This is an optimization exercise on Yosys and OpenROAD, whose aim is small area, a short achievable clock period and few clock cycles per item, not a production implementation.
Where RTL was checked, it was by simulation tests only, not by an equivalence proof against the original.
Function not checked in run 4: the RTL went through the layout flow alone.

==> flow/design.v (outline; a module is shown in full before it is edited, if it fits) <==
// module hsl2rgb_fa: 10 lines
// module hsl2rgb_ha: 9 lines
// module hsl2rgb_fa1: 9 lines
// module hsl2rgb_ks: 25 lines
// module hsl2rgb_mul_c: 85 lines
// module hsl2rgb_add_q: 110 lines
// module hsl2rgb_mul_r: 135 lines
// module hsl2rgb_div_q: 128 lines
// module hsl2rgb_div_r: 138 lines
// module hsl2rgb_low: 56 lines
// module hsl_to_rgb_converter_unit: 145 lines
// module hsl2rgb_dec: 14 lines
// module hsl2rgb_frac: 15 lines
// module hsl2rgb_pipe: 19 lines
module hsl_to_rgb_converter_unit
(
  input  logic             clk_i,
  input  logic             rst_ni,
  input  logic             in_valid_i,
  output logic             in_ready_o,
  input  logic [hsl2rgb_pkg::HueW-1:0]  hue_degrees_i,
  input  logic [hsl2rgb_pkg::PctW-1:0]  saturation_pct_i,
  input  logic [hsl2rgb_pkg::PctW-1:0]  lightness_pct_i,
  output logic             out_valid_o,
  input  logic             out_ready_i,
  output logic [hsl2rgb_pkg::ChanW-1:0] red_o,
  output logic [hsl2rgb_pkg::ChanW-1:0] green_o,
  output logic [hsl2rgb_pkg::ChanW-1:0] blue_o
);
  // ...
==> flow/flow/run.sh <==
#!/bin/bash
# Layout flow: the standard flow, with one netlist step between synthesis and floorplan.
# flow/polfix.py removes inverters around the full and half adders of the synthesized
# netlist (full adders are self-dual, so some may work on complemented signals); the
# registers and every other cell stay as synthesis made them. Each tool's output goes to
# a log of its own: synth.log, polfix.log, layout.log.
set -euo pipefail
R=orfs/results/sky130hd/hsl_to_rgb_converter_unit/base
bash standard.sh synth > synth.log 2>&1
cp "$R/1_2_yosys.v" yosys_netlist.v
python3 flow/polfix.py yosys_netlist.v "$R/1_2_yosys.v" > polfix.log 2>&1
bash standard.sh > layout.log 2>&1
==> flow/flow/polfix.py <==
#!/usr/bin/env python3
"""Remove inverters around the full and half adders of a mapped sky130 netlist.

A full adder is self-dual: FA(~a, ~b, ~c) = (~sum, ~carry). Each full adder may therefore
be fed the complements of its inputs and deliver the complements of its outputs. A half
adder may likewise be rebuilt from an xor2/xnor2 and a nand2/nor2/and2/or2 so that it takes
complemented inputs or delivers either output complemented. This script collapses the
netlist's inverter chains into (signal, polarity) pairs, chooses these options to reduce
the area of the inverters and half adders (a greedy descent with seeded random restarts,
so the result is reproducible), and rewrites the netlist with one inverter per signal that
still needs its complement. Every net that leaves the adders keeps its logic function;
registers, ports and all other cells are untouched.

usage: polfix.py IN.v OUT.v
"""
import re
import sys
import collections

INV_AREA = 3.7536
RESTARTS = 800
# half adder implementations: (input parity, SUM parity, COUT parity, area, cells)
HA_OPTS = [
    (0, 0, 0, 12.512, 'ha_1', 'ha_1'),
    (0, 0, 1, 12.512, 'xor2_1', 'nand2_1'),
    (0, 1, 0, 15.014, 'xnor2_1', 'and2_1'),
    (0, 1, 1, 12.512, 'xnor2_1', 'nand2_1'),
    (1, 0, 0, 12.512, 'xor2_1', 'nor2_1'),
    (1, 0, 1, 15.014, 'xor2_1', 'or2_1'),
    (1, 1, 0, 12.512, 'xnor2_1', 'nor2_1'),
    (1, 1, 1, 15.014, 'xnor2_1', 'or2_1'),
]
OUTPINS = {'X', 'Y', 'Q', 'Q_N', 'SUM', 'COUT', 'HI', 'LO'}
CELL_RE = re.compile(r'^(\s*)(sky130_fd_sc_hd__\w+)\s+(\\\S+\s|\S+)\s*\((.*?)\);\n', re.M | re.S)
PIN_RE = re.compile(r'\.(\w+)\(\s*(\\\S+\s|[^()\s]*)\s*\)')


def norm(n):
    return n.strip()


def main(src, dst):
    txt = open(src).read()
    head_end = txt.index('endmodule')
    # ports: names declared input/output
    ports = set()
    for m in re.finditer(r'^\s*(input|output)\s+(\[[^\]]*\]\s*)?(\S+);', txt, re.M):
        ports.add(m.group(3))

    def protected(n):
        base = n.lstrip('\\').split('[')[0].strip()
        return base in ports or n in ports

    cells = []
    for m in CELL_RE.finditer(txt):
        pins = {}
        for pm in PIN_RE.finditer(m.group(4)):
            if pm.group(2).strip():
                pins[pm.group(1)] = norm(pm.group(2))
        cells.append({'typ': m.group(2), 'name': m.group(3), 'pins': pins,
                      'span': (m.start(), m.end()), 'indent': m.group(1)})
    assigns = re.findall(r'^\s*assign\s+(.*?)\s*=\s*(.*?);', txt, re.M)
    if assigns:
        raise SystemExit("netlist has assign statements; left unchanged")
    drv = {}
    for ci, c in enumerate(cells):
        for p, n in c['pins'].items():
            if p in OUTPINS:
                drv[n] = (ci, p)

    def is_inv(ci):
        c = cells[ci]
        return (c['typ'].split('__')[1].startswith('inv') and 'A' in c['pins'] and 'Y' in c['pins']
                and not protected(c['pins']['Y']))

    root = {}

    def find(n):
        if n in root:
            return root[n]
        d = drv.get(n)
        if d and is_inv(d[0]):
            r, par = find(cells[d[0]]['pins']['A'])
            root[n] = (r, par ^ 1)
        else:
            root[n] = (n, 0)
        return root[n]

    # loads per signal: (cell index or -1 for assigns, pin, parity of the connected net)
    loads = collections.defaultdict(list)
    for ci, c in enumerate(cells):
        if is_inv(ci):
            continue
        for p, n in c['pins'].items():
            if p in OUTPINS:
                continue
            r, par = find(n)
            loads[r].append((ci, p, par))

    def free(ci):
        return not any(protected(n) for p, n in cells[ci]['pins'].items() if p in OUTPINS)

    fas = [ci for ci, c in enumerate(cells) if re.search(r'__fa_1$', c['typ']) and free(ci)]
    has = [ci for ci, c in enumerate(cells) if re.search(r'__ha_1$', c['typ']) and free(ci)
           and 'A' in c['pins'] and 'B' in c['pins']]
    flip = {}      # full adder: works on complements
    hopt = {}      # half adder: index into HA_OPTS

    def produced(s):
        d = drv.get(s)
        if not d:
            return 0
        ci, pin = d
        if ci in hopt:
            o = HA_OPTS[hopt[ci]]
            return o[1] if pin == 'SUM' else o[2]
        return flip.get(ci, 0)

    def inpar(ci):
        if ci in hopt:
            return HA_OPTS[hopt[ci]][0]
        return flip.get(ci, 0)

    def cost(s):
        p = produced(s)
        for ci, pin, par in loads[s]:
            if (par ^ inpar(ci)) != p:
                return INV_AREA
        return 0.0

    def local(ci):
        a = sum(cost(x) for x in touch[ci])
        if ci in hopt:
            a += HA_OPTS[hopt[ci]][3]
        return a

    touch = collections.defaultdict(set)
    for s in list(loads.keys()):
        d = drv.get(s)
        if d:
            touch[d[0]].add(s)
        for ci, pin, par in loads[s]:
            if ci >= 0:
                touch[ci].add(s)
    before_inv = sum(1 for ci in range(len(cells)) if is_inv(ci))
    import random
    rng = random.Random(1)

    def total():
        return sum(cost(x) for x in loads) + sum(HA_OPTS[hopt[h]][3] for h in has)

    def greedy():
        for _ in range(30):
            changed = False
            for f in fas:
                b = local(f)
                flip[f] = flip.get(f, 0) ^ 1
                if local(f) < b - 1e-9:
                    changed = True
                else:
                    flip[f] ^= 1
            for h in has:
                best, bo = local(h), hopt[h]
                for o in range(len(HA_OPTS)):
                    hopt[h] = o
                    v = local(h)
                    if v < best - 1e-9:
                        best, bo = v, o
                        changed = True
                hopt[h] = bo
            if not changed:
                break

    for h in has:
        hopt[h] = 0
    greedy()
    best_t, best_state = total(), (dict(flip), dict(hopt))
    for trial in range(RESTARTS):
        # perturb: flip a random tenth of the adders, then descend again
        for f in fas:
            if rng.random() < 0.1:
                flip[f] = flip.get(f, 0) ^ 1
        for h in has:
            if rng.random() < 0.1:
                hopt[h] = rng.randrange(len(HA_OPTS))
        greedy()
        t = total()
        if t < best_t - 1e-9:
            best_t, best_state = t, (dict(flip), dict(hopt))
        else:
            flip.clear(); flip.update(best_state[0]); hopt.clear(); hopt.update(best_state[1])
    flip.clear(); flip.update(best_state[0]); hopt.clear(); hopt.update(best_state[1])
    for _ in range(0):
        changed = False
        for f in fas:
            b = local(f)
            flip[f] = flip.get(f, 0) ^ 1
            if local(f) < b - 1e-9:
                changed = True
            else:
                flip[f] ^= 1
        for h in has:
            best, bo = local(h), hopt[h]
            for o in range(len(HA_OPTS)):
                hopt[h] = o
                v = local(h)
                if v < best - 1e-9:
                    best, bo = v, o
                    changed = True
            hopt[h] = bo
        if not changed:
            break

    # nets per (signal, parity)
    newnet = {}
    newcells = []

    flipnet = {}

    def prod_net(s):
        # outputs of a flipped adder carry the complement: give them new names
        if produced(s) == 0:
            return s
        if s not in flipnet:
            flipnet[s] = f"pol_f{len(flipnet)}"
        return flipnet[s]

    def net_for(s, par):
        if par == produced(s):
            return prod_net(s)
        if s not in newnet:
            k = len(newnet)
            newnet[s] = f"pol_n{k}"
            src_net = prod_net(s)
            newcells.append(f"  sky130_fd_sc_hd__inv_1 pol_i{k} (\n    .A({fmt(src_net)}),\n    .Y(pol_n{k})\n  );\n")
        return newnet[s]

    def fmt(n):
        return n + ' ' if n.startswith('\\') else n

    out = []
    hasplit = []
    pos = 0
    for ci, c in enumerate(cells):
        a, b = c['span']
        out.append(txt[pos:a])
        pos = b
        if is_inv(ci):
            continue
        pins = dict(c['pins'])
        for p, n in c['pins'].items():
            if p in OUTPINS:
                if produced(n):
                    pins[p] = prod_net(n)
                continue
            s, par = find(n)
            req = par ^ inpar(ci)
            pins[p] = net_for(s, req)
        if hopt.get(ci, 0):
            m, ps, pc, _, scell, ccell = HA_OPTS[hopt[ci]]
            k = len(hasplit)
            hasplit.append(ci)
            for cell, opin, key in ((scell, 'X' if scell in ('xor2_1',) else 'Y', 'SUM'),
                                    (ccell, 'X' if ccell in ('and2_1', 'or2_1') else 'Y', 'COUT')):
                if key not in pins:
                    continue
                out.append(f"{c['indent']}sky130_fd_sc_hd__{cell} pol_h{k}{key[0].lower()} (\n"
                           f"    .A({fmt(pins['A'])}),\n    .B({fmt(pins['B'])}),\n    .{opin}({fmt(pins[key])})\n  );\n")
            continue
        body = ",\n".join(f"    .{p}({fmt(n)})" for p, n in pins.items())
        out.append(f"{c['indent']}{c['typ']} {c['name'].strip()}{' ' if c['name'].startswith(chr(92)) else ''}(\n{body}\n  );\n")
    rest = txt[pos:]
    i = rest.index('endmodule')
    decl = "".join(f"  wire pol_n{k};\n" for k in range(len(newnet)))
    decl += "".join(f"  wire pol_f{k};\n" for k in range(len(flipnet)))
    rest = rest[:i] + decl + "".join(newcells) + rest[i:]
    open(dst, 'w').write("".join(out) + rest)
    print(f"full adders {len(fas)}, flipped {sum(flip.values())}; half adders {len(has)}, "
          f"remapped {len(hasplit)}; inverters {before_inv} -> {len(newnet)}")


if __name__ == '__main__':
    main(sys.argv[1], sys.argv[2])
==> flow/standard.sh <==
#!/bin/bash
# synth_recipe.tcl (not shown) runs the flow's synth.tcl, then flattens the netlist and writes it again
# the make line also repeats each setting of config.mk as NAME=value (left out here)
make -C /OpenROAD-flow-scripts/flow DESIGN_CONFIG=/design/flow/config.mk WORK_HOME=/design/flow/orfs CLKGATE_MAP_FILE= SYNTH_SCRIPT=/design/flow/synth_recipe.tcl "${@:-finish}"
==> flow/config.mk <==
export PLATFORM = sky130hd
export DESIGN_NAME = hsl_to_rgb_converter_unit
export DESIGN_NICKNAME = hsl_to_rgb_converter_unit
export VERILOG_FILES = /design/flow/design.v
export SDC_FILE = /design/flow/constraint.sdc
export NUM_CORES = 4
export LEC_CHECK = 0
export ABC_CLOCK_PERIOD_IN_PS = 4500
export CAP_MARGIN = 20
export CORE_MARGIN = 2
export CORE_UTILIZATION = 40
export CTS_BUF_LIST = sky130_fd_sc_hd__clkbuf_4 sky130_fd_sc_hd__clkbuf_8
export SETUP_SLACK_MARGIN = 4.65
export SLEW_MARGIN = 20
==> flow/constraint.sdc <==
create_clock -name core_clock -period 9.5 [get_ports {clk_i}]
set_input_delay 1.9000 -clock core_clock [delete_from_list [all_inputs] [get_ports {clk_i}]]
set_output_delay 1.9000 -clock core_clock [all_outputs]
set_load 0.01 [all_outputs]
==> notes.md, run 1 <==
Worst Setup SP = out_ready_i
Least-Margin Pin Slew = 976.0 ps
Port Buffers = 52
hold_ws = 433.7 ps
worst slack, placed = 4455 ps
Final Cycle Share = 50.20%
FMAX = 209.7 MHz
layer with the highest usage = met2
most common cell after layout, fill and taps aside = fa_1
clock root buffer = clkbuf_8
final WL = 32,190 um
commonest cells after routing, fill and taps aside = fa_1 (214), edfxtp_1 (153), inv_1 (138), xnor2_1 (126), ha_1 (122)
post-CTS setup buffers = 5
Die Y-Extent = 207.7 um
cell type taking the most area = multi-input combinational cells
flop-to-flop setup slack = 4760 ps
number of non-clock inverters in the layout = 142
n_diodes = 0
DP Cell Count = 2,045
Seq area share = 25.66%
Max Used Layer = met5
met1 wire length = 15,110 um
max reg flops = 48
Final Util = 44.71%
GR Util met3 = 2.980%
total grt overflow = 0
Sequential Area = 4695 um^2
Non-Filler Instances = 2,106
clk_skew = 23.82 ps
wire length on met2 = 15,160 um
hpwl dp = 26,640 um
outcome = no timing/DRC/antenna violations
DRT Pass-1 Iters = 6
Max Cap Violations = 0
DR WL met3 = 1223 um
DP Area = 17,660 um^2
Yosys warnings = 21
unrepaired setup endpoints after global routing = true
Testbench counts, summed over its fixed seeds: cycles 12,032, items 12,000.
==> inputs of run 2 (changes only) <==
--- a/flow/config.mk
+++ b/flow/config.mk
@@ -12,3 +12,3 @@
 export CTS_BUF_LIST = sky130_fd_sc_hd__clkbuf_4 sky130_fd_sc_hd__clkbuf_8
-export SETUP_SLACK_MARGIN = 4.65
+export SETUP_SLACK_MARGIN = 4.9
 export SLEW_MARGIN = 20
==> run 2 against run 1 <==
Still clean on timing, DRC and antenna. Final area increased by 1.8%. Global-route usage rose by 0.20 points. Synthesized cell count unchanged. Wire length rose by 1.6%. Clock skew fell by 2.5 ps. Critical endpoint is now u_cut_d.g_reg.q[15].
==> notes.md, run 2 <==
outcome = no timing/DRC/antenna violations
crit path time final = 4597 ps
critical path arrival = 4840 ps
worst slack, placed = 4455 ps (unchanged)
largest net degree at the start of global routing = 49
DRT Pass-1 Iters = 6 (unchanged)
setup TNS = 0 ps
CP endpoint kind = flop
Avg Inst Size Synth = 11.10 um^2
final hold vios = 0
Least-Margin Pin Slew = 984.1 ps (+8.077 ps)
biggest regs = u_cut_c.g_reg.q (48), u_cut_b.g_reg.q (44), u_cut_d.g_reg.q (33)
unrepaired setup endpoints after global routing = true
IO Pins = 53
final WL = 32,690 um (+1.6%)
DIE WIDTH = 207.7 um
starting density of the core = 40.56%
Post-DRT Antenna Nets = 0
FMAX = 217.5 MHz (+3.7%)
data required time of the critical path = 9740 ps
share of cells above drive strength 1 = 9.296%
Final Cycle Share = 48.39% (-1.8 points)
vias per inst = 5.158
Post-CTS Hold Buffers = 0
DP Area = 17,660 um^2 (unchanged)
Port Buffers = 52 (unchanged)
clock transition at the registers of the reported paths = 100 ps
Reg with most FFs = u_cut_c.g_reg.q
vias in the first global route = 11.22k
n_diodes = 0 (unchanged)
hpwl dp = 26,640 um (unchanged)
hold_ws = 434.7 ps (+0.9790 ps)
relative slew slack = 34.39%
most common cell after layout, fill and taps aside = fa_1
GP Congestion = 0.8886
first-pass GRT wire length = 55,220 um
total CTS buffers = 17
initial antenna violation count = 1
DRC Markers = 0
total track usage = 15.62%
critical path startpoint category = flop
Clock Latency Late Sink = 490 ps
total grt overflow = 0 (unchanged)
H-tree depth = 4
max reg flops = 48 (unchanged)
# nets final = 1,942
Max Cap Violations = 0 (unchanged)
CTS tree = built
commonest cells after routing, fill and taps aside = fa_1 (208), edfxtp_1 (153), inv_1 (137), xnor2_1 (126), ha_1 (120)
HP Class = flop to flop
Cell Area, Synth = 16,600 um^2
die area = 43,140 um^2
max-slew violations = 0
clock root buffer = clkbuf_8
largest fanout on the critical path = 3
vias = 10.96k
critical path type = flop to flop
FP Rows = 74
Yosys warnings = 21 (unchanged)
clock buffer depth = 2
Worst Slack Setup Final = 4903 ps
Sink Count = 157
DRT iter0 DRCs = 609
syn nets = 1,858
endpoints failing setup = 0
clk_skew = 21.32 ps (-2.495 ps)
routed length per instance = 15.39 um
area delta synth->final = 12.18%
fin area = 18,620 um^2
Placeable Area = 40,920 um^2
Die Y-Extent = 207.7 um (unchanged)
Gate Count Post-Synth = 1,495
-- run 2: per-layer routing --
metal  vias to the layer above  wire, um  global-route usage (%)  share of wire [%]
li1                       5332         -                       -                  -
met1                      5356     15060                   21.05                 46
met2                       232     15710                   25.59                 48
met3                        33      1317                   2.874                4.0
met4                         2       592                   4.989                1.8
met5                         -         9                       0              0.028
-- run 2: worst paths after layout --
kind	from	end	slack, ps	cells after the start
setup / recovery	u_cut_c.g_reg.q[47]	u_cut_d.g_reg.q[15]	4900	13
hold / removal	u_cut_b.g_reg.q[12]	u_cut_c.g_reg.q[3]	430	0
setup reg to reg	u_cut_c.g_reg.q[47]	u_cut_d.g_reg.q[15]	4900	13
hold reg to reg	u_cut_b.g_reg.q[12]	u_cut_c.g_reg.q[3]	430	0
max in group asynchronous	rst_ni	g_valid[2].g_reg.v_q	7730	1
min in group asynchronous	rst_ni	g_valid[3].g_reg.v_q	1610	1
-- run 2: timing repair --
| item | CTS | global route |
|---|---|---|
| buffers inserted | 24 | 23 |
| pin swaps | 9 | 11 |
| endpoints found under the setup margin | 15 | 18 |
| resized for setup | 15 | 30 |
-- run 2: critical path, stage by stage, from the launching register on --
cell	delay (ps)
edfxtp_1	500
fa_1	530
fa_1	560
fa_1	440
fa_1	540
ha_4	220
a21oi_4	150
o211ai_1	130
a2111oi_2	310
o31a_1	290
o31ai_4	80
a311o_1	360
a21oi_2	160
xnor2_1	80
-- run 2: stage by stage --
stage	cells	utilization (%)
floorplan	1495	-
global placement	2045	43.16
detailed placement	2045	43.16
CTS	2101	44.69
global route	2124	45.50
finish	2124	45.50
-- run 2: layout make-up --
type                    count  area, um^2
fillers                  3811       22300
multi-input cells        1160       11460
inverters                 142       540.5
repair buffers            101       895.9
well taps                 532       665.6
clock buffers              17       234.0
clock inverters            15       128.9
flip-flops and latches    157        4695
==> inputs of run 3 (changes only) <==
--- a/flow/config.mk
+++ b/flow/config.mk
@@ -12,3 +12,3 @@
 export CTS_BUF_LIST = sky130_fd_sc_hd__clkbuf_4 sky130_fd_sc_hd__clkbuf_8
-export SETUP_SLACK_MARGIN = 4.9
+export SETUP_SLACK_MARGIN = 4.75
 export SLEW_MARGIN = 20
==> run 3 against run 2 <==
Register-to-register slack got worse by 70 ps. Critical path depth unchanged. Die area is the same. Hold slack about the same. Synthesized cell count did not move. Non-clock buffer count is 19 lower. Area after synthesis unchanged. Highest routed layer unchanged.
==> notes.md, run 3 <==
outcome = no timing/DRC/antenna violations
crit path time final = 4666 ps (+68.95 ps)
setup TNS = 0 ps (unchanged)
clk_skew = 22.85 ps (+1.529 ps)
endpoints failing setup = 0 (unchanged)
data required time of the critical path = 9740 ps (about the same)
hpwl dp = 26,640 um (unchanged)
Clock Latency Late Sink = 500 ps (about the same)
Final Cycle Share = 49.11% (+0.73 points)
clock buffer depth = 2 (unchanged)
Post-CTS Hold Buffers = 0 (unchanged)
syn nets = 1,858 (unchanged)
area delta synth->final = 10.20%
die area = 43,140 um^2 (unchanged)
total track usage = 15.44% (-0.18 points)
commonest cells after routing, fill and taps aside = fa_1 (211), edfxtp_1 (153), inv_1 (138), xnor2_1 (127), ha_1 (122)
first-pass GRT wire length = 54,590 um (-1.1%)
Avg Inst Size Synth = 11.10 um^2 (unchanged)
CP endpoint kind = flop
Sink Count = 157 (unchanged)
largest fanout on the critical path = 5 (+2)
Worst Hold Depth = 0 (unchanged)
Most Frequent Cell on Critical Path = fa_1
max-slew violations = 0 (unchanged)
Placeable Area = 40,920 um^2 (unchanged)
final WL = 32,110 um (-1.8%)
Port Buffers = 52 (unchanged)
final hold vios = 0 (unchanged)
H-tree depth = 4 (unchanged)
critical path type = flop to flop
GP Congestion = 0.8886 (unchanged)
Post-DRT Antenna Nets = 0 (unchanged)
starting density of the core = 40.56% (unchanged)
HP Class = flop to flop
total grt overflow = 0 (unchanged)
DIE WIDTH = 207.7 um (unchanged)
critical path arrival = 4910 ps (+70 ps)
Reg with most FFs = u_cut_c.g_reg.q
DRC Markers = 0 (unchanged)
largest net degree at the start of global routing = 49 (unchanged)
n_diodes = 0 (unchanged)
IO Pins = 53 (unchanged)
unrepaired setup endpoints after global routing = true
clock transition at the registers of the reported paths = 100 ps (about the same)
vias per inst = 5.121 (-0.71%)
Critical Path Max Stage Delay = 590 ps (+30 ps)
critical path startpoint category = flop
routed length per instance = 15.25 um (-0.91%)
CTS tree = built
Yosys warnings = 21 (unchanged)
biggest regs = u_cut_c.g_reg.q (48), u_cut_b.g_reg.q (44), u_cut_d.g_reg.q (33)
Slowest-stage cell, CP = fa_1
Max Cap Violations = 0 (unchanged)
Die Y-Extent = 207.7 um (unchanged)
relative slew slack = 34.67% (+0.27 points)
Least-Margin Pin Slew = 980.0 ps (-4.104 ps)
worst slack, placed = 4455 ps (unchanged)
FP Rows = 74 (unchanged)
vias in the first global route = 11.08k (-1.3%)
Final Util = 44.70% (-0.80 points)
path depth of the worst reg2reg path = 13 (unchanged)
share of cells above drive strength 1 = 6.612% (-2.7 points)
Gate Count Post-Synth = 1,495 (unchanged)
FMAX = 214.3 MHz (-1.5%)
hold_ws = 434.6 ps (-0.06500 ps)
Worst Slack Setup Final = 4834 ps (-68.95 ps)
max reg flops = 48 (unchanged)
DRT iter0 DRCs = 625 (+2.6%)
critical path, cell by cell = fa_1 -> fa_1 -> fa_1 -> fa_1 -> ha_1 -> a21oi_2 -> o211ai_1 -> a2111oi_2 -> o31a_1 -> o31ai_4 -> a311o_1 -> a21oi_2 -> xnor2_1
initial antenna violation count = 1 (unchanged)
DRT Pass-1 Iters = 8 (+2)
vias = 10.78k (-1.6%)
Cell Area, Synth = 16,600 um^2 (unchanged)
# nets final = 1,923 (-0.98%)
clock root buffer = clkbuf_8
most common cell after layout, fill and taps aside = fa_1
total CTS buffers = 17 (unchanged)
run 3: path summary, 6_finish.rpt:
| check | start | endpoint | slack, ps |
|---|---|---|---|
| max in group asynchronous | rst_ni | g_valid[2].g_reg.v_q | 7730 |
| setup / recovery | u_cut_c.g_reg.q[44] | u_cut_d.g_reg.q[15] | 4830 |
| setup reg to reg | u_cut_c.g_reg.q[44] | u_cut_d.g_reg.q[15] | 4830 |
| min in group asynchronous | rst_ni | g_valid[3].g_reg.v_q | 1610 |
| hold / removal | u_cut_b.g_reg.q[12] | u_cut_c.g_reg.q[3] | 430 |
| hold reg to reg | u_cut_b.g_reg.q[12] | u_cut_c.g_reg.q[3] | 430 |
run 3: stage by stage:
step | cells | area (um^2)
4_1_cts | 2087 | 18100
6_report | 2105 | 18290
2_1_floorplan | 1495 | 16600
3_5_place_dp | 2045 | 17660
5_1_grt | 2105 | 18290
3_3_place_gp | 2045 | 17660
run 3: timing repair:
item / 4_1_cts / 5_1_grt
pin swaps: 0 / 4
resized for setup: 1 / 15
endpoints found under the setup margin: 7 / 16
buffers inserted: 10 / 18
run 3: critical path, delay by kind of cell, from the launching register on:
family	cells	cell delay, ps
AOI/OAI and AO/OA	7	1540
adders and majority gates	5	2280
xor gates and xnor gates	1	80
DFF	1	530
run 3: layout make-up:
type                    count  area, um^2
multi-input cells        1160       11290
well taps                 532       665.6
fillers                  3837       22630
clock buffers              17       234.0
clock inverters            15       128.9
repair buffers             82       740.7
inverters                 142       536.8
flip-flops and latches    157        4695
run 3: metal layers:
layer  GRT usage, %  vias to the layer above  part of all wire (%)  wire length (um)
li1               -                     5297                     -                 -
met1          20.85                     5229                    47             14970
met2          25.09                      217                    47             15190
met3          2.980                       35                   4.1              1304
met4          5.013                        2                   2.0               635
met5              0                        -                 0.028                 9
==> module hsl2rgb_mul_c, before the edit <==
module hsl2rgb_mul_c (
  input  logic [5:0] m_i,
  input  logic [6:0] s_i,
  output logic [12:0] sum_o
);
  logic p0, p1, p2, p3, p4, p5, p6, p7, p8, p9, p10, p11;
  logic p12, p13, p14, p15, p16, p17, p18, p19, p20, p21, p22, p23;
  logic p24, p25, p26, p27, p28, p29, p30, p31, p32, p33, p34, p35;
  logic p36, p37, p38, p39, p40, p41, s1, y1, s2, y2, s3, y3;
  logic s4, y4, s5, y5, s6, y6, s7, y7, s8, y8, s9, y9;
  logic s10, y10, s11, y11, s12, y12, s13, y13, s14, y14, s15, y15;
  logic s16, y16, s17, y17, s18, y18, s19, y19, s20, y20, s21, y21;
  logic s22, y22, s23, y23, s24, y24;
  assign p0 = m_i[0] & s_i[0];
  assign p1 = m_i[0] & s_i[1];
  assign p2 = m_i[0] & s_i[2];
  assign p3 = m_i[0] & s_i[3];
  assign p4 = m_i[0] & s_i[4];
  assign p5 = m_i[0] & s_i[5];
  assign p6 = m_i[0] & s_i[6];
  assign p7 = m_i[1] & s_i[0];
  assign p8 = m_i[1] & s_i[1];
  assign p9 = m_i[1] & s_i[2];
  assign p10 = m_i[1] & s_i[3];
  assign p11 = m_i[1] & s_i[4];
  assign p12 = m_i[1] & s_i[5];
  assign p13 = m_i[1] & s_i[6];
  assign p14 = m_i[2] & s_i[0];
  assign p15 = m_i[2] & s_i[1];
  assign p16 = m_i[2] & s_i[2];
  assign p17 = m_i[2] & s_i[3];
  assign p18 = m_i[2] & s_i[4];
  assign p19 = m_i[2] & s_i[5];
  assign p20 = m_i[2] & s_i[6];
  assign p21 = m_i[3] & s_i[0];
  assign p22 = m_i[3] & s_i[1];
  assign p23 = m_i[3] & s_i[2];
  assign p24 = m_i[3] & s_i[3];
  assign p25 = m_i[3] & s_i[4];
  assign p26 = m_i[3] & s_i[5];
  assign p27 = m_i[3] & s_i[6];
  assign p28 = m_i[4] & s_i[0];
  assign p29 = m_i[4] & s_i[1];
  assign p30 = m_i[4] & s_i[2];
  assign p31 = m_i[4] & s_i[3];
  assign p32 = m_i[4] & s_i[4];
  assign p33 = m_i[4] & s_i[5];
  assign p34 = m_i[4] & s_i[6];
  assign p35 = m_i[5] & s_i[0];
  assign p36 = m_i[5] & s_i[1];
  assign p37 = m_i[5] & s_i[2];
  assign p38 = m_i[5] & s_i[3];
  assign p39 = m_i[5] & s_i[4];
  assign p40 = m_i[5] & s_i[5];
  assign p41 = m_i[5] & s_i[6];
  hsl2rgb_ha u_s1 (.a_i(p4), .b_i(p10), .s_o(s1), .y_o(y1));
  hsl2rgb_fa u_s2 (.a_i(p5), .b_i(p11), .c_i(p17), .s_o(s2), .y_o(y2));
  hsl2rgb_ha u_s3 (.a_i(p23), .b_i(p29), .s_o(s3), .y_o(y3));
  hsl2rgb_fa u_s4 (.a_i(p6), .b_i(p12), .c_i(p18), .s_o(s4), .y_o(y4));
  hsl2rgb_fa u_s5 (.a_i(p24), .b_i(p30), .c_i(p36), .s_o(s5), .y_o(y5));
  hsl2rgb_fa u_s6 (.a_i(p13), .b_i(p19), .c_i(p25), .s_o(s6), .y_o(y6));
  hsl2rgb_ha u_s7 (.a_i(p31), .b_i(p37), .s_o(s7), .y_o(y7));
  hsl2rgb_fa u_s8 (.a_i(p20), .b_i(p26), .c_i(p32), .s_o(s8), .y_o(y8));
  hsl2rgb_ha u_s9 (.a_i(p3), .b_i(p9), .s_o(s9), .y_o(y9));
  hsl2rgb_fa u_s10 (.a_i(s1), .b_i(p16), .c_i(p22), .s_o(s10), .y_o(y10));
  hsl2rgb_fa u_s11 (.a_i(y1), .b_i(s2), .c_i(s3), .s_o(s11), .y_o(y11));
  hsl2rgb_fa u_s12 (.a_i(y2), .b_i(y3), .c_i(s4), .s_o(s12), .y_o(y12));
  hsl2rgb_fa u_s13 (.a_i(y4), .b_i(y5), .c_i(s6), .s_o(s13), .y_o(y13));
  hsl2rgb_fa u_s14 (.a_i(y6), .b_i(y7), .c_i(s8), .s_o(s14), .y_o(y14));
  hsl2rgb_fa u_s15 (.a_i(y8), .b_i(p27), .c_i(p33), .s_o(s15), .y_o(y15));
  hsl2rgb_ha u_s16 (.a_i(p2), .b_i(p8), .s_o(s16), .y_o(y16));
  hsl2rgb_fa u_s17 (.a_i(s9), .b_i(p15), .c_i(p21), .s_o(s17), .y_o(y17));
  hsl2rgb_fa u_s18 (.a_i(y9), .b_i(s10), .c_i(p28), .s_o(s18), .y_o(y18));
  hsl2rgb_fa u_s19 (.a_i(y10), .b_i(s11), .c_i(p35), .s_o(s19), .y_o(y19));
  hsl2rgb_fa u_s20 (.a_i(y11), .b_i(s12), .c_i(s5), .s_o(s20), .y_o(y20));
  hsl2rgb_fa u_s21 (.a_i(y12), .b_i(s13), .c_i(s7), .s_o(s21), .y_o(y21));
  hsl2rgb_fa u_s22 (.a_i(y13), .b_i(s14), .c_i(p38), .s_o(s22), .y_o(y22));
  hsl2rgb_fa u_s23 (.a_i(y14), .b_i(s15), .c_i(p39), .s_o(s23), .y_o(y23));
  hsl2rgb_fa u_s24 (.a_i(y15), .b_i(p34), .c_i(p40), .s_o(s24), .y_o(y24));
  logic [12:0] r0, r1, sum;
  assign r0 = {1'b0, y24, y23, y22, y21, y20, y19, y18, y17, y16, s16, p1, p0};
  assign r1 = {1'b0, p41, s24, s23, s22, s21, s20, s19, s18, s17, p14, p7, 1'b0};
  hsl2rgb_ks #(.W(13), .L(4)) u_add (.a_i(r0), .b_i(r1), .s_o(sum));
  assign sum_o = sum[12:0];
endmodule
==> module hsl2rgb_add_q, before the edit <==
module hsl2rgb_add_q (
  input  logic [5:0] m_i,
  input  logic [6:0] s_i,
  input  logic [6:0] l_i,
  output logic [13:0] sum_o
);
  logic p0, p1, p2, p3, p4, p5, p6, p7, p8, p9, p10, p11;
  logic p12, p13, p14, p15, p16, p17, p18, p19, p20, p21, p22, p23;
  logic p24, p25, p26, p27, p28, p29, p30, p31, p32, p33, p34, p35;
  logic p36, p37, p38, p39, p40, p41, s1, y1, s2, y2, s3, y3;
  logic s4, y4, s5, y5, s6, y6, s7, y7, s8, y8, s9, y9;
  logic s10, y10, s11, y11, s12, y12, s13, y13, s14, y14, s15, y15;
  logic s16, y16, s17, y17, s18, y18, s19, y19, s20, y20, s21, y21;
  logic s22, y22, s23, y23, s24, y24, s25, y25, s26, y26, s27, y27;
  logic s28, y28, s29, y29, s30, y30, s31, y31, s32, y32, s33, y33;
  logic s34, y34, s35, y35, s36, y36, s37, y37, s38, y38, s39, y39;
  logic s40, y40, s41, y41, s42, y42, s43, y43, s44, y44, s45, y45;
  assign p0 = m_i[0] & s_i[0];
  assign p1 = m_i[0] & s_i[1];
  assign p2 = m_i[0] & s_i[2];
  assign p3 = m_i[0] & s_i[3];
  assign p4 = m_i[0] & s_i[4];
  assign p5 = m_i[0] & s_i[5];
  assign p6 = m_i[0] & s_i[6];
  assign p7 = m_i[1] & s_i[0];
  assign p8 = m_i[1] & s_i[1];
  assign p9 = m_i[1] & s_i[2];
  assign p10 = m_i[1] & s_i[3];
  assign p11 = m_i[1] & s_i[4];
  assign p12 = m_i[1] & s_i[5];
  assign p13 = m_i[1] & s_i[6];
  assign p14 = m_i[2] & s_i[0];
  assign p15 = m_i[2] & s_i[1];
  assign p16 = m_i[2] & s_i[2];
  assign p17 = m_i[2] & s_i[3];
  assign p18 = m_i[2] & s_i[4];
  assign p19 = m_i[2] & s_i[5];
  assign p20 = m_i[2] & s_i[6];
  assign p21 = m_i[3] & s_i[0];
  assign p22 = m_i[3] & s_i[1];
  assign p23 = m_i[3] & s_i[2];
  assign p24 = m_i[3] & s_i[3];
  assign p25 = m_i[3] & s_i[4];
  assign p26 = m_i[3] & s_i[5];
  assign p27 = m_i[3] & s_i[6];
  assign p28 = m_i[4] & s_i[0];
  assign p29 = m_i[4] & s_i[1];
  assign p30 = m_i[4] & s_i[2];
  assign p31 = m_i[4] & s_i[3];
  assign p32 = m_i[4] & s_i[4];
  assign p33 = m_i[4] & s_i[5];
  assign p34 = m_i[4] & s_i[6];
  assign p35 = m_i[5] & s_i[0];
  assign p36 = m_i[5] & s_i[1];
  assign p37 = m_i[5] & s_i[2];
  assign p38 = m_i[5] & s_i[3];
  assign p39 = m_i[5] & s_i[4];
  assign p40 = m_i[5] & s_i[5];
  assign p41 = m_i[5] & s_i[6];
  hsl2rgb_fa u_s1 (.a_i(p5), .b_i(p11), .c_i(p17), .s_o(s1), .y_o(y1));
  hsl2rgb_fa u_s2 (.a_i(p6), .b_i(p12), .c_i(p18), .s_o(s2), .y_o(y2));
  hsl2rgb_fa u_s3 (.a_i(p24), .b_i(p30), .c_i(p36), .s_o(s3), .y_o(y3));
  hsl2rgb_fa u_s4 (.a_i(p13), .b_i(p19), .c_i(p25), .s_o(s4), .y_o(y4));
  hsl2rgb_fa u_s5 (.a_i(p31), .b_i(p37), .c_i(l_i[1]), .s_o(s5), .y_o(y5));
  hsl2rgb_fa u_s6 (.a_i(p20), .b_i(p26), .c_i(p32), .s_o(s6), .y_o(y6));
  hsl2rgb_ha u_s7 (.a_i(p38), .b_i(l_i[2]), .s_o(s7), .y_o(y7));
  hsl2rgb_ha u_s8 (.a_i(p27), .b_i(p33), .s_o(s8), .y_o(y8));
  hsl2rgb_ha u_s9 (.a_i(p3), .b_i(p9), .s_o(s9), .y_o(y9));
  hsl2rgb_fa u_s10 (.a_i(p4), .b_i(p10), .c_i(p16), .s_o(s10), .y_o(y10));
  hsl2rgb_ha u_s11 (.a_i(p22), .b_i(p28), .s_o(s11), .y_o(y11));
  hsl2rgb_fa u_s12 (.a_i(s1), .b_i(p23), .c_i(p29), .s_o(s12), .y_o(y12));
  hsl2rgb_fa u_s13 (.a_i(p35), .b_i(l_i[0]), .c_i(l_i[3]), .s_o(s13), .y_o(y13));
  hsl2rgb_fa u_s14 (.a_i(y1), .b_i(s2), .c_i(s3), .s_o(s14), .y_o(y14));
  hsl2rgb_fa u_s15 (.a_i(l_i[0]), .b_i(l_i[1]), .c_i(l_i[4]), .s_o(s15), .y_o(y15));
  hsl2rgb_fa u_s16 (.a_i(y2), .b_i(y3), .c_i(s4), .s_o(s16), .y_o(y16));
  hsl2rgb_fa u_s17 (.a_i(s5), .b_i(l_i[2]), .c_i(l_i[5]), .s_o(s17), .y_o(y17));
  hsl2rgb_fa u_s18 (.a_i(y4), .b_i(y5), .c_i(s6), .s_o(s18), .y_o(y18));
  hsl2rgb_fa u_s19 (.a_i(s7), .b_i(l_i[3]), .c_i(l_i[6]), .s_o(s19), .y_o(y19));
  hsl2rgb_fa u_s20 (.a_i(y6), .b_i(y7), .c_i(s8), .s_o(s20), .y_o(y20));
  hsl2rgb_fa u_s21 (.a_i(p39), .b_i(l_i[3]), .c_i(l_i[4]), .s_o(s21), .y_o(y21));
  hsl2rgb_fa u_s22 (.a_i(y8), .b_i(p34), .c_i(p40), .s_o(s22), .y_o(y22));
  hsl2rgb_ha u_s23 (.a_i(l_i[4]), .b_i(l_i[5]), .s_o(s23), .y_o(y23));
  hsl2rgb_ha u_s24 (.a_i(p41), .b_i(l_i[5]), .s_o(s24), .y_o(y24));
  hsl2rgb_ha u_s25 (.a_i(p2), .b_i(p8), .s_o(s25), .y_o(y25));
  hsl2rgb_fa u_s26 (.a_i(s9), .b_i(p15), .c_i(p21), .s_o(s26), .y_o(y26));
  hsl2rgb_fa u_s27 (.a_i(y9), .b_i(s10), .c_i(s11), .s_o(s27), .y_o(y27));
  hsl2rgb_fa u_s28 (.a_i(y10), .b_i(y11), .c_i(s12), .s_o(s28), .y_o(y28));
  hsl2rgb_fa u_s29 (.a_i(y12), .b_i(y13), .c_i(s14), .s_o(s29), .y_o(y29));
  hsl2rgb_fa u_s30 (.a_i(y14), .b_i(y15), .c_i(s16), .s_o(s30), .y_o(y30));
  hsl2rgb_fa u_s31 (.a_i(y16), .b_i(y17), .c_i(s18), .s_o(s31), .y_o(y31));
  hsl2rgb_fa u_s32 (.a_i(y18), .b_i(y19), .c_i(s20), .s_o(s32), .y_o(y32));
  hsl2rgb_fa u_s33 (.a_i(y20), .b_i(y21), .c_i(s22), .s_o(s33), .y_o(y33));
  hsl2rgb_fa u_s34 (.a_i(y22), .b_i(y23), .c_i(s24), .s_o(s34), .y_o(y34));
  hsl2rgb_ha u_s35 (.a_i(s25), .b_i(p14), .s_o(s35), .y_o(y35));
  hsl2rgb_fa u_s36 (.a_i(y25), .b_i(s26), .c_i(l_i[1]), .s_o(s36), .y_o(y36));
  hsl2rgb_fa u_s37 (.a_i(y26), .b_i(s27), .c_i(l_i[2]), .s_o(s37), .y_o(y37));
  hsl2rgb_fa u_s38 (.a_i(y27), .b_i(s28), .c_i(s13), .s_o(s38), .y_o(y38));
  hsl2rgb_fa u_s39 (.a_i(y28), .b_i(s29), .c_i(s15), .s_o(s39), .y_o(y39));
  hsl2rgb_fa u_s40 (.a_i(y29), .b_i(s30), .c_i(s17), .s_o(s40), .y_o(y40));
  hsl2rgb_fa u_s41 (.a_i(y30), .b_i(s31), .c_i(s19), .s_o(s41), .y_o(y41));
  hsl2rgb_fa u_s42 (.a_i(y31), .b_i(s32), .c_i(s21), .s_o(s42), .y_o(y42));
  hsl2rgb_fa u_s43 (.a_i(y32), .b_i(s33), .c_i(s23), .s_o(s43), .y_o(y43));
  hsl2rgb_fa u_s44 (.a_i(y33), .b_i(s34), .c_i(l_i[6]), .s_o(s44), .y_o(y44));
  hsl2rgb_fa u_s45 (.a_i(y34), .b_i(y24), .c_i(l_i[6]), .s_o(s45), .y_o(y45));
  logic [13:0] r0, r1, sum;
  assign r0 = {y45, y44, y43, y42, y41, y40, y39, y38, y37, y36, y35, s35, p1, p0};
  assign r1 = {1'b0, s45, s44, s43, s42, s41, s40, s39, s38, s37, s36, l_i[0], p7, 1'b0};
  hsl2rgb_ks #(.W(14), .L(4)) u_add (.a_i(r0), .b_i(r1), .s_o(sum));
  assign sum_o = sum[13:0];
endmodule
==> module hsl2rgb_low, before the edit <==
module hsl2rgb_low (
  input  logic [3:0] tens_i,
  input  logic [3:0] ones_i,
  input  logic [9:0] thr_i,
  input  logic [17:0] yq_i,
  output logic [7:0] sum_o
);
  logic p18, p19, p20, p21, p22, p23, p24, p25, p26, p27, p28, p29;
  logic p30, p31, p32, p33, p34, p35, s1, y1, s2, y2, s3, y3;
  logic s4, y4, s5, y5, s6, y6, s7, y7, s8, y8, s9, y9;
  logic s10, y10, s11, y11, s12, y12, s13, y13, s14, y14, s15, y15;
  logic s16, y16, s17, y17, s18, y18, s19, y19, s20, y20;
  assign p18 = ~yq_i[0];
  assign p19 = ~yq_i[1];
  assign p20 = ~yq_i[2];
  assign p21 = ~yq_i[3];
  assign p22 = ~yq_i[4];
  assign p23 = ~yq_i[5];
  assign p24 = ~yq_i[6];
  assign p25 = ~yq_i[7];
  assign p26 = ~yq_i[8];
  assign p27 = ~yq_i[9];
  assign p28 = ~yq_i[10];
  assign p29 = ~yq_i[11];
  assign p30 = ~yq_i[12];
  assign p31 = ~yq_i[13];
  assign p32 = ~yq_i[14];
  assign p33 = ~yq_i[15];
  assign p34 = ~yq_i[16];
  assign p35 = ~yq_i[17];
  hsl2rgb_ha u_s1 (.a_i(tens_i[2]), .b_i(tens_i[1]), .s_o(s1), .y_o(y1));
  hsl2rgb_fa u_s2 (.a_i(tens_i[3]), .b_i(tens_i[2]), .c_i(ones_i[3]), .s_o(s2), .y_o(y2));
  hsl2rgb_ha u_s3 (.a_i(tens_i[3]), .b_i(tens_i[0]), .s_o(s3), .y_o(y3));
  hsl2rgb_ha u_s4 (.a_i(tens_i[1]), .b_i(tens_i[0]), .s_o(s4), .y_o(y4));
  hsl2rgb_ha u_s5 (.a_i(tens_i[1]), .b_i(tens_i[0]), .s_o(s5), .y_o(y5));
  hsl2rgb_fa u_s6 (.a_i(s1), .b_i(ones_i[2]), .c_i(ones_i[0]), .s_o(s6), .y_o(y6));
  hsl2rgb_fa u_s7 (.a_i(y1), .b_i(s2), .c_i(ones_i[1]), .s_o(s7), .y_o(y7));
  hsl2rgb_fa u_s8 (.a_i(y2), .b_i(s3), .c_i(ones_i[2]), .s_o(s8), .y_o(y8));
  hsl2rgb_fa u_s9 (.a_i(y3), .b_i(s4), .c_i(ones_i[3]), .s_o(s9), .y_o(y9));
  hsl2rgb_fa u_s10 (.a_i(y4), .b_i(tens_i[2]), .c_i(tens_i[1]), .s_o(s10), .y_o(y10));
  hsl2rgb_ha u_s11 (.a_i(tens_i[3]), .b_i(tens_i[2]), .s_o(s11), .y_o(y11));
  hsl2rgb_ha u_s12 (.a_i(tens_i[0]), .b_i(ones_i[0]), .s_o(s12), .y_o(y12));
  hsl2rgb_fa u_s13 (.a_i(s5), .b_i(ones_i[1]), .c_i(p29), .s_o(s13), .y_o(y13));
  hsl2rgb_fa u_s14 (.a_i(y5), .b_i(s6), .c_i(p30), .s_o(s14), .y_o(y14));
  hsl2rgb_fa u_s15 (.a_i(y6), .b_i(s7), .c_i(p31), .s_o(s15), .y_o(y15));
  hsl2rgb_fa u_s16 (.a_i(y7), .b_i(s8), .c_i(p32), .s_o(s16), .y_o(y16));
  hsl2rgb_fa u_s17 (.a_i(y8), .b_i(s9), .c_i(p33), .s_o(s17), .y_o(y17));
  hsl2rgb_fa u_s18 (.a_i(y9), .b_i(s10), .c_i(p34), .s_o(s18), .y_o(y18));
  hsl2rgb_fa u_s19 (.a_i(y10), .b_i(s11), .c_i(p35), .s_o(s19), .y_o(y19));
  hsl2rgb_fa1 u_s20 (.a_i(y11), .b_i(tens_i[3]), .s_o(s20), .y_o(y20));
  logic [18:0] r0, r1, sum;
  assign r0 = {y19, y18, y17, y16, y15, y14, y13, y12, s12, thr_i[9], thr_i[8], thr_i[7], thr_i[6], thr_i[5], thr_i[4], thr_i[3], thr_i[2], thr_i[1], thr_i[0]};
  assign r1 = {s20, s19, s18, s17, s16, s15, s14, s13, p28, p27, p26, p25, p24, p23, p22, p21, p20, p19, p18};
  hsl2rgb_ks #(.W(19), .L(5)) u_add (.a_i(r0), .b_i(r1), .s_o(sum));
  assign sum_o = sum[17:10];
endmodule
==> inputs of run 4 (changes only) <==
--- a/flow/design.v
+++ b/flow/design.v
@@ -142,3 +142,3 @@
   assign r1 = {1'b0, p41, s24, s23, s22, s21, s20, s19, s18, s17, p14, p7, 1'b0};
-  hsl2rgb_ks #(.W(13), .L(4)) u_add (.a_i(r0), .b_i(r1), .s_o(sum));
+  assign sum = r0 + r1;
   assign sum_o = sum[12:0];
@@ -252,3 +252,3 @@
   assign r1 = {1'b0, s45, s44, s43, s42, s41, s40, s39, s38, s37, s36, l_i[0], p7, 1'b0};
-  hsl2rgb_ks #(.W(14), .L(4)) u_add (.a_i(r0), .b_i(r1), .s_o(sum));
+  assign sum = r0 + r1;
   assign sum_o = sum[13:0];
@@ -709,3 +709,3 @@
   assign r1 = {s20, s19, s18, s17, s16, s15, s14, s13, p28, p27, p26, p25, p24, p23, p22, p21, p20, p19, p18};
-  hsl2rgb_ks #(.W(19), .L(5)) u_add (.a_i(r0), .b_i(r1), .s_o(sum));
+  assign sum = r0 + r1;
   assign sum_o = sum[17:10];
==> run 4 against run 3 <==
Fmax rose by 0.68%. Global-route usage rose by 0.49 points. Area after synthesis barely moved. Non-clock buffer count rose by 23. Critical endpoint is now u_cut_c.g_reg.q[28]. Highest routed layer is now met4.
==> notes.md, run 4 <==
biggest regs = u_cut_c.g_reg.q (48), u_cut_b.g_reg.q (44), u_cut_d.g_reg.q (33)
critical path arrival = 4880 ps (-30 ps)
IO Pins = 53 (unchanged)
clk_skew = 11.39 ps (-11.46 ps)
path depth of the worst reg2reg path = 13 (unchanged)
Avg Inst Size Synth = 11.03 um^2 (-0.67%)
total grt overflow = 0 (unchanged)
DIE WIDTH = 207.6 um (about the same)
worst slack, placed = 4457 ps (+2.250 ps)
Clock Latency Late Sink = 490 ps (about the same)
n_diodes = 0 (unchanged)
most common cell after layout, fill and taps aside = fa_1
crit path time final = 4634 ps (-31.48 ps)
Final Cycle Share = 48.78% (-0.33 points)
Non-Filler Instances = 2,138 (+1.6%)
largest net degree at the start of global routing = 49 (unchanged)
CP endpoint kind = flop
Reg with most FFs = u_cut_c.g_reg.q
initial antenna violation count = 1 (unchanged)
Min-Delay Endpoint = u_cut_b.g_reg.q[2]
clock root buffer = clkbuf_8
clock transition at the registers of the reported paths = 100 ps (about the same)
RR Endpoint = u_cut_c.g_reg.q[28]
FMAX = 215.8 MHz (+0.68%)
HP Class = flop to flop
Least-Margin Pin Slew = 989.1 ps (+9.170 ps)
Max Cap Violations = 0 (unchanged)
Worst Hold Depth = 0 (unchanged)
Placeable Area = 40,920 um^2 (unchanged)
Post-DRT Antenna Nets = 0 (unchanged)
critical path startpoint category = flop
Critical Path Max Stage Delay = 600 ps (about the same)
share of cells above drive strength 1 = 8.468% (+1.9 points)
worst r2r src = u_cut_b.g_reg.q[33]
hpwl dp = 27,090 um (+1.7%)
syn nets = 1,858 (unchanged)
Slowest-stage cell, CP = fa_1
Worst Slack Setup Final = 4866 ps (+31.48 ps)
# nets final = 1,947 (+1.2%)
vias per inst = 5.148 (+0.53%)
commonest cells after routing, fill and taps aside = fa_1 (214), edfxtp_1 (153), inv_1 (125), xnor2_1 (119), ha_1 (113)
Sequential Area = 4695 um^2 (unchanged)
area delta synth->final = 11.85%
endpoints failing setup = 0 (unchanged)
Sink Count = 157 (unchanged)
buffers and inverters on the worst path = 0 (unchanged)
data required time of the critical path = 9750 ps (about the same)
setup TNS = 0 ps (unchanged)
outcome = no timing/DRC/antenna violations
die area = 43,110 um^2 (about the same)
routed length per instance = 15.50 um (+1.6%)
unrepaired setup endpoints after global routing = true
max reg flops = 48 (unchanged)
final hold vios = 0 (unchanged)
area occupied by multi-input gates = 11,340 um^2 (+0.45%)
total track usage = 15.93% (+0.49 points)
CTS tree = built
critical path type = flop to flop
Crit path max-delay family = adder cells
Gate Count Post-Synth = 1,504 (+0.60%)
final WL = 33,140 um (+3.2%)
first-pass GRT wire length = 56,120 um (+2.8%)
Port Buffers = 52 (unchanged)
filler cell count = 3,787 (-1.3%)
critical path, cell by cell = fa_1 -> fa_1 -> fa_1 -> fa_1 -> xor2_2 -> nand4_1 -> a211oi_2 -> nor3_4 -> a211oi_4 -> nor2_2 -> o311ai_4 -> a21oi_2 -> xnor2_1
largest fanout on the critical path = 4 (-1)
total CTS buffers = 17 (unchanged)
Die Y-Extent = 207.6 um (about the same)
H-tree depth = 4 (unchanged)
max-slew violations = 0 (unchanged)
starting density of the core = 40.53% (about the same)
vias in the first global route = 11.37k (+2.6%)
vias = 11.01k (+2.1%)
Post-CTS Hold Buffers = 0 (unchanged)
GP Congestion = 0.9041 (+1.7%)
FP Rows = 74 (unchanged)
Yosys warnings = 15 (-29%)
DRC Markers = 0 (unchanged)
clock buffer depth = 2 (unchanged)
Most Frequent Cell on Critical Path = fa_1
relative slew slack = 34.06% (-0.61 points)
Cell Area, Synth = 16,590 um^2 (about the same)
DRT iter0 DRCs = 642 (+2.7%)
DRT Pass-1 Iters = 7 (-1)
flop-to-flop setup slack = 4870 ps (+30 ps)
DP Cell Count = 2,055 (+0.49%)
HP Start = u_cut_a.g_reg.q[2]
## run 4: how the worst max path moves through the flow
stage | startpoint | to | slack [ps] | cells past startpoint
after global routing | u_cut_b.g_reg.q[33] | u_cut_c.g_reg.q[28] | 4670 | 13
after CTS | out_ready_i | in_ready_o | 4720 | 2
after global placement | out_ready_i | in_ready_o | 4480 | 2
after detailed placement | out_ready_i | in_ready_o | 4460 | 2
final | u_cut_b.g_reg.q[33] | u_cut_c.g_reg.q[28] | 4870 | 13
after floorplan | u_cut_b.g_reg.q[3] | u_cut_c.g_reg.q[47] | 5000 | 16
## run 4: repair_timing
item / in CTS / in global routing
resized for setup: 5 / 24
pin swaps: 0 / 3
buffers inserted: 12 / 39
hold endpoints to repair: 0 / 0
endpoints found under the setup margin: 7 / 19
## run 4: stage by stage
stage               instance area (um^2)  hold slack, ps  util (%)
detailed placement                 17650           413.4     43.12
global route                       18550           457.8     45.33
floorplan                          16590           400.3         -
finish                             18550           430.0     45.33
CTS                                18170           435.9     44.40
global placement                   17650           401.9     43.12
## run 4: worst reg2reg max path, stage by stage, from the launching register on
cell      delay [ps]
edfxtp_1         520
fa_1             510
fa_1             570
fa_1             450
fa_1             600
xor2_2           230
nand4_1          190
a211oi_2         270
nor3_4           110
a211oi_4         310
nor2_2           100
o311ai_4         320
a21oi_2          100
xnor2_1          120
## run 4: layout make-up
| class | count | share of cell area (%) |
|---|---|---|
| multi-input cells | 1179 | 61.14 |
| flip-flops and latches | 157 | 25.31 |
| repair buffers | 105 | 4.991 |
| well taps | 532 | 3.588 |
| inverters | 133 | 2.752 |
| clock buffers | 17 | 1.261 |
| clock inverters | 15 | 0.9645 |
## run 4: routing by layer
metal / share of wire [%] / track usage [%] / vias to the layer above / routed length [um]
met3: 3.6 / 2.436 / 43 / 1195
li1: - / - / 5367 / -
met5: 0 / 0 / - / 0
met4: 1.7 / 4.549 / 0 / 577
met1: 46 / 21.32 / 5360 / 15270
met2: 49 / 26.92 / 237 / 16100
==> inputs of run 5 (changes only) <==
--- a/flow/design.v
+++ b/flow/design.v
@@ -709,3 +709,3 @@
   assign r1 = {s20, s19, s18, s17, s16, s15, s14, s13, p28, p27, p26, p25, p24, p23, p22, p21, p20, p19, p18};
-  assign sum = r0 + r1;
+  hsl2rgb_ks #(.W(19), .L(5)) u_add (.a_i(r0), .b_i(r1), .s_o(sum));
   assign sum_o = sum[17:10];
--- a/flow/config.mk
+++ b/flow/config.mk
@@ -10,3 +10,3 @@
 export CORE_MARGIN = 2
-export CORE_UTILIZATION = 40
+export CORE_UTILIZATION = 45
 export CTS_BUF_LIST = sky130_fd_sc_hd__clkbuf_4 sky130_fd_sc_hd__clkbuf_8
==> run 5 against run 4 <==
Sequential share of layout area is 0.63 points higher. Area after synthesis is 1.4% lower. Clock-buffer cell count stayed put. Final area is 2.4% lower. Critical endpoint is now u_cut_d.g_reg.q[14].
==> notes.md, run 5 <==
relative slew slack = 34.46% (+0.40 points)
area delta synth->final = 10.66%
hpwl dp = 27,160 um (+0.26%)
Placeable Area = 35,660 um^2 (-13%)
max reg flops = 48 (unchanged)
starting density of the core = 45.88% (+5.3 points)
Clock Latency Late Sink = 480 ps (about the same)
share of cells above drive strength 1 = 6.944% (-1.5 points)
clk_skew = 21.41 ps (+10.02 ps)
Yosys warnings = 15 (unchanged)
GP Congestion = 0.9302 (+2.9%)
DRC Markers = 0 (unchanged)
total CTS buffers = 17 (unchanged)
Non-Filler Instances = 2,002 (-6.4%)
hold_ws = 429.8 ps (-0.2940 ps)
# nets final = 1,900 (-2.4%)
data required time of the critical path = 9720 ps (-30 ps)
Avg Inst Size Synth = 11.28 um^2 (+2.3%)
routed length per instance = 16.64 um (+7.3%)
Sink Count = 157 (unchanged)
largest fanout on the critical path = 4 (unchanged)
final WL = 33,310 um (+0.50%)
critical path startpoint category = flop
FMAX = 217.9 MHz (+1.0%)
Port Buffers = 52 (unchanged)
Critical Path Max Stage Delay = 550 ps (-50 ps)
vias = 10.84k (-1.5%)
outcome = no timing/DRC/antenna violations
n_diodes = 0 (unchanged)
DRT iter0 DRCs = 777 (+21%)
Cell Area, Synth = 16,360 um^2 (-1.4%)
CTS tree = built
HP Class = flop to flop
Post-DRT Antenna Nets = 0 (unchanged)
max-slew violations = 0 (unchanged)
clock transition at the registers of the reported paths = 90 ps (about the same)
largest net degree at the start of global routing = 49 (unchanged)
first-pass GRT wire length = 55,560 um (-1.0%)
DRT Pass-1 Iters = 9 (+2)
endpoints failing setup = 0 (unchanged)
Post-CTS Hold Buffers = 0 (unchanged)
critical path arrival = 4810 ps (-70 ps)
initial antenna violation count = 1 (unchanged)
Max Cap Violations = 0 (unchanged)
vias in the first global route = 11.21k (-1.4%)
Final Cycle Share = 48.30% (-0.48 points)
clock root buffer = clkbuf_8
CP endpoint kind = flop
setup TNS = 0 ps (unchanged)
commonest cells after routing, fill and taps aside = fa_1 (214), edfxtp_1 (153), ha_1 (128), inv_1 (127), xnor2_1 (117)
Gate Count Post-Synth = 1,450 (-3.6%)
final hold vios = 0 (unchanged)
Slowest-stage cell, CP = fa_1
most common cell after layout, fill and taps aside = fa_1
critical path, cell by cell = buf_4 -> fa_1 -> fa_1 -> fa_1 -> fa_1 -> ha_4 -> a211oi_2 -> o21ai_1 -> o21a_1 -> o41a_1 -> o221ai_2 -> nand2b_1 -> a21oi_2 -> xnor2_1
DP Cell Count = 1,928 (-6.2%)
Crit path max-delay family = adder cells
syn nets = 1,821 (-2.0%)
Die Y-Extent = 194.7 um (-6.2%)
total track usage = 18.32% (+2.4 points)
unrepaired setup endpoints after global routing = true
FP Rows = 69 (-6.8%)
fin area = 18,100 um^2 (-2.4%)
Most Frequent Cell on Critical Path = fa_1
Least-Margin Pin Slew = 983.2 ps (-5.985 ps)
critical path type = flop to flop
die area = 37,890 um^2 (-12%)
buffers and inverters on the worst path = 1 (+1)
DP Area = 17,320 um^2 (-1.8%)
clock buffer depth = 2 (unchanged)
vias per inst = 5.416 (+5.2%)
crit path time final = 4588 ps (-45.98 ps)
Reg with most FFs = u_cut_c.g_reg.q
H-tree depth = 4 (unchanged)
filler cell count = 3,162 (-17%)
total grt overflow = 0 (unchanged)
IO Pins = 53 (unchanged)
DIE WIDTH = 194.7 um (-6.2%)
biggest regs = u_cut_c.g_reg.q (48), u_cut_b.g_reg.q (44), u_cut_d.g_reg.q (33)
-- run 5: cell count changes in the layout (fill, tap and decap cells not counted), sizes merged, moves of 7 or more --
cell	change
xor2	-13
buf	-8
ha	+17
nand3	-7
nor2	-20
a21oi	-21
-- run 5: path summary, 6_finish.rpt --
path,startpoint,end,slack (ps),depth (start not counted)
worst max-delay path,u_cut_c.g_reg.q[45],u_cut_d.g_reg.q[14],4910,14
worst min-delay path,u_cut_a.g_reg.q[2],u_cut_b.g_reg.q[2],430,0
worst max register to register,u_cut_c.g_reg.q[45],u_cut_d.g_reg.q[14],4910,14
worst min register to register,u_cut_a.g_reg.q[2],u_cut_b.g_reg.q[2],430,0
max in group asynchronous,rst_ni,g_valid[0].g_reg.v_q,7710,1
min in group asynchronous,rst_ni,g_valid[3].g_reg.v_q,1630,1
-- run 5: final cells by class --
cell class	instances	area, um^2	share of cell area, %
Multi-Input combinational cell	1125	11100	61.35
Clock inverter	14	138.9	0.7673
Sequential cell	157	4695	25.94
Timing Repair Buffer	97	853.3	4.714
Inverter	131	498.0	2.751
Clock buffer	17	234.0	1.293
Tap cell	461	576.8	3.187
-- run 5: timing repair --
item                                    CTS  global route
resized for setup                         3            20
pin swaps                                 0             8
buffers inserted                         13            30
hold endpoints to repair                  0             0
endpoints found under the setup margin    8            15
-- run 5: per-layer routing --
metal / up-vias / routed length [um] / part of all wire, % / GRT usage, %
met4: 0 / 859 / 2.6 / 6.382
met5: - / 0 / 0 / 0
met3: 51 / 1637 / 4.9 / 3.366
met2: 300 / 15860 / 48 / 30.86
met1: 5311 / 14950 / 45 / 23.79
li1: 5180 / - / - / -
-- run 5: metrics by stage --
step                      setup slack [ps]  util, %
after CTS                             4734    49.94
after global routing                  4710    50.76
final                                 4912    50.76
after floorplan                       5052        -
after global placement                4500    48.58
after detailed placement              4459    48.58
-- run 5: worst reg2reg max path, delay by kind of cell (launching register included) --
family | cells | cell delay, ps
AOI/OAI and AO/OA | 6 | 1240
xor gates and xnor gates | 1 | 70
DFF | 1 | 490
adders and majority gates | 5 | 2210
buffers and inverters | 1 | 190
and+or+nand+nor | 1 | 140
Testbench counts of run 5, summed over its fixed seeds: cycles 12,032, items 12,000.
==> inputs of run 6 (changes only) <==
--- a/flow/config.mk
+++ b/flow/config.mk
@@ -10,3 +10,3 @@
 export CORE_MARGIN = 2
-export CORE_UTILIZATION = 45
+export CORE_UTILIZATION = 40
 export CTS_BUF_LIST = sky130_fd_sc_hd__clkbuf_4 sky130_fd_sc_hd__clkbuf_8
==> run 6 against run 5 <==
Wire length fell by 1.4%. Highest routed layer unchanged. Sequential share of layout area barely moved. Clock-buffer cell count did not move. Worst setup slack improved by 4.6 ps. Hold slack got worse by 5.7 ps. First-iteration DRC count rose by 2.3%. Flip-flop and latch count did not move. Still clean.
==> notes.md, run 6 <==
FP Rows = 74 (+7.2%)
vias = 10.71k (-1.2%)
Sink Count = 157 (unchanged)
Critical Path Max Stage Delay = 510 ps (-40 ps)
DRT Pass-1 Iters = 7 (-2)
die area = 42,530 um^2 (+12%)
area delta synth->final = 10.63% (about the same)
clock root buffer = clkbuf_8
Worst Slack Setup Final = 4916 ps (+4.630 ps)
critical path arrival = 4830 ps (+20 ps)
Least-Margin Pin Slew = 1008 ps (+25.01 ps)
DRC Markers = 0 (unchanged)
# nets final = 1,887 (-0.68%)
Cell Area, Synth = 16,360 um^2 (unchanged)
starting density of the core = 40.33% (-5.5 points)
crit path time final = 4584 ps (-4.630 ps)
DP Cell Count = 1,999 (+3.7%)
biggest regs = u_cut_c.g_reg.q (48), u_cut_b.g_reg.q (44), u_cut_d.g_reg.q (33)
total grt overflow = 0 (unchanged)
syn nets = 1,821 (unchanged)
Yosys warnings = 15 (unchanged)
CP endpoint kind = flop
CTS tree = built
HP Class = flop to flop
commonest cells after routing, fill and taps aside = fa_1 (213), edfxtp_1 (153), ha_1 (130), inv_1 (128), xnor2_1 (116)
most common cell after layout, fill and taps aside = fa_1
filler cell count = 3,810 (+20%)
initial antenna violation count = 3 (+2)
Gate Count Post-Synth = 1,450 (unchanged)
largest net degree at the start of global routing = 49 (unchanged)
Max Cap Violations = 0 (unchanged)
routed length per instance = 15.94 um (-4.2%)
Non-Filler Instances = 2,061 (+2.9%)
endpoints failing setup = 0 (unchanged)
Reg with most FFs = u_cut_c.g_reg.q
Avg Inst Size Synth = 11.28 um^2 (unchanged)
Final Cycle Share = 48.25% (-0.049 points)
share of cells above drive strength 1 = 6.082% (-0.86 points)
clock transition at the registers of the reported paths = 100 ps (about the same)
largest fanout on the critical path = 5 (+1)
GP Congestion = 0.9039 (-2.8%)
H-tree depth = 4 (unchanged)
outcome = no timing/DRC/antenna violations
worst slack, placed = 4474 ps (+14.42 ps)
buffers and inverters on the worst path = 1 (unchanged)
clk_skew = 16.60 ps (-4.810 ps)
total CTS buffers = 17 (unchanged)
Final Util = 44.62% (-6.1 points)
first-pass GRT wire length = 55,110 um (-0.81%)
Post-DRT Antenna Nets = 0 (unchanged)
vias in the first global route = 10.95k (-2.3%)
Clock Latency Late Sink = 490 ps (about the same)
vias per inst = 5.196 (-4.1%)
IO Pins = 53 (unchanged)
wire length on met2 = 15,780 um (-0.47%)
final hold vios = 0 (unchanged)
data required time of the critical path = 9750 ps (+30 ps)
max reg flops = 48 (unchanged)
total track usage = 16.44% (-1.9 points)
n_diodes = 0 (unchanged)
met1 wire length = 14,750 um (-1.3%)
relative slew slack = 32.79% (-1.7 points)
DRT iter0 DRCs = 795 (+2.3%)
final WL = 32,850 um (-1.4%)
Most Frequent Cell on Critical Path = fa_1
Slowest-stage cell, CP = fa_1
Crit path max-delay family = adder cells
Port Buffers = 52 (unchanged)
critical path startpoint category = flop
critical path type = flop to flop
Max Used Layer = met4
DR WL met3 = 1495 um (-8.7%)
critical path, cell by cell = inv_2 -> fa_1 -> fa_1 -> fa_1 -> fa_1 -> ha_1 -> a21o_1 -> a21oi_1 -> nor2b_1 -> a311oi_2 -> a21oi_2 -> o21a_1 -> o31a_1 -> o31a_1
Placeable Area = 40,550 um^2 (+14%)
FMAX = 218.2 MHz (+0.10%)
unrepaired setup endpoints after global routing = true
max-slew violations = 0 (unchanged)
DIE WIDTH = 206.2 um (+5.9%)
hpwl dp = 27,100 um (-0.23%)
clock buffer depth = 2 (unchanged)
Die Y-Extent = 206.2 um (+5.9%)
setup TNS = 0 ps (unchanged)
run 6: final timing paths:
path	depth (start not counted)	start	slack (ps)	to
worst max register to register	14	u_cut_b.g_reg.q[21]	4920	u_cut_c.g_reg.q[25]
min in group asynchronous	1	rst_ni	1590	g_valid[3].g_reg.v_q
worst max-delay path	14	u_cut_b.g_reg.q[21]	4920	u_cut_c.g_reg.q[25]
worst min register to register	0	u_cut_a.g_reg.q[1]	420	u_cut_b.g_reg.q[1]
max in group asynchronous	1	rst_ni	7740	g_valid[1].g_reg.v_q
worst min-delay path	0	u_cut_a.g_reg.q[1]	420	u_cut_b.g_reg.q[1]
run 6: stage by stage:
step | hold WS [ps] | area (um^2)
final | 424.0 | 18100
after detailed placement | 415.2 | 17410
after global placement | 403.5 | 17410
after floorplan | 400.3 | 16360
after global routing | 431.5 | 18100
after CTS | 435.1 | 17860
run 6: timing repair:
item | in CTS | in global routing
pin swaps | 0 | 5
resized for setup | 1 | 17
hold buffers | 0 | 0
buffers inserted | 6 | 24
endpoints found under the setup margin | 5 | 13
run 6: cell type report:
type                    count  area (um^2)  area share [%]
multi-input cells        1125        11080           61.20
flip-flops and latches    157         4695           25.94
repair buffers             84        755.7           4.176
well taps                 532        665.6           3.678
inverters                 131        495.5           2.738
clock buffers              17        234.0           1.293
clock inverters            15        175.2          0.9680
run 6: per-layer routing:
metal  vias up  GRT usage (%)
met2       250          27.35
li1       5147              -
met5         -              0
met3        50          2.523
met4         0          5.281
met1      5261          22.06

[static timing again, ports no longer ideal]
How much do the figures lean on ideal ports? The routed layouts below were timed once more, with nothing changed but the port constraints. Step 1, drivers: a clkbuf_16 drives clk_i and a buf_2 each remaining input, both assumed. Step 2 times the ports against the registers' clock, not the clock port: input delays grow and output delays shrink by t, the midpoint of the rising clock arrivals with the driver on. a / b / c = ideal ports / drivers / drivers and shift; a / b = the first two.
run	shift t [ns]	setup slack, ns	slew at the worst register clock pin (ns)	worst slew at a driven data input, ns	pins driven straight from the clock port
run 1	0.533	4.731 / 4.711 / 4.711	0.11 / 0.11	0.06	1
run 2	0.532	4.903 / 4.903 / 4.903	0.10 / 0.10	0.04	1
run 3	0.532	4.834 / 4.834 / 4.834	0.11 / 0.11	0.04	1
run 4	0.532	4.866 / 4.866 / 4.866	0.10 / 0.10	0.04	1
run 5	0.512	4.912 / 4.912 / 4.655	0.10 / 0.10	0.04	1
run 6	0.522	4.916 / 4.916 / 4.684	0.10 / 0.10	0.04	1
After both steps setup and hold are still met in every run listed. The setup slack of run 5, which loses most, moves by 0.000 ns with the drivers and by -0.257 ns with both steps.
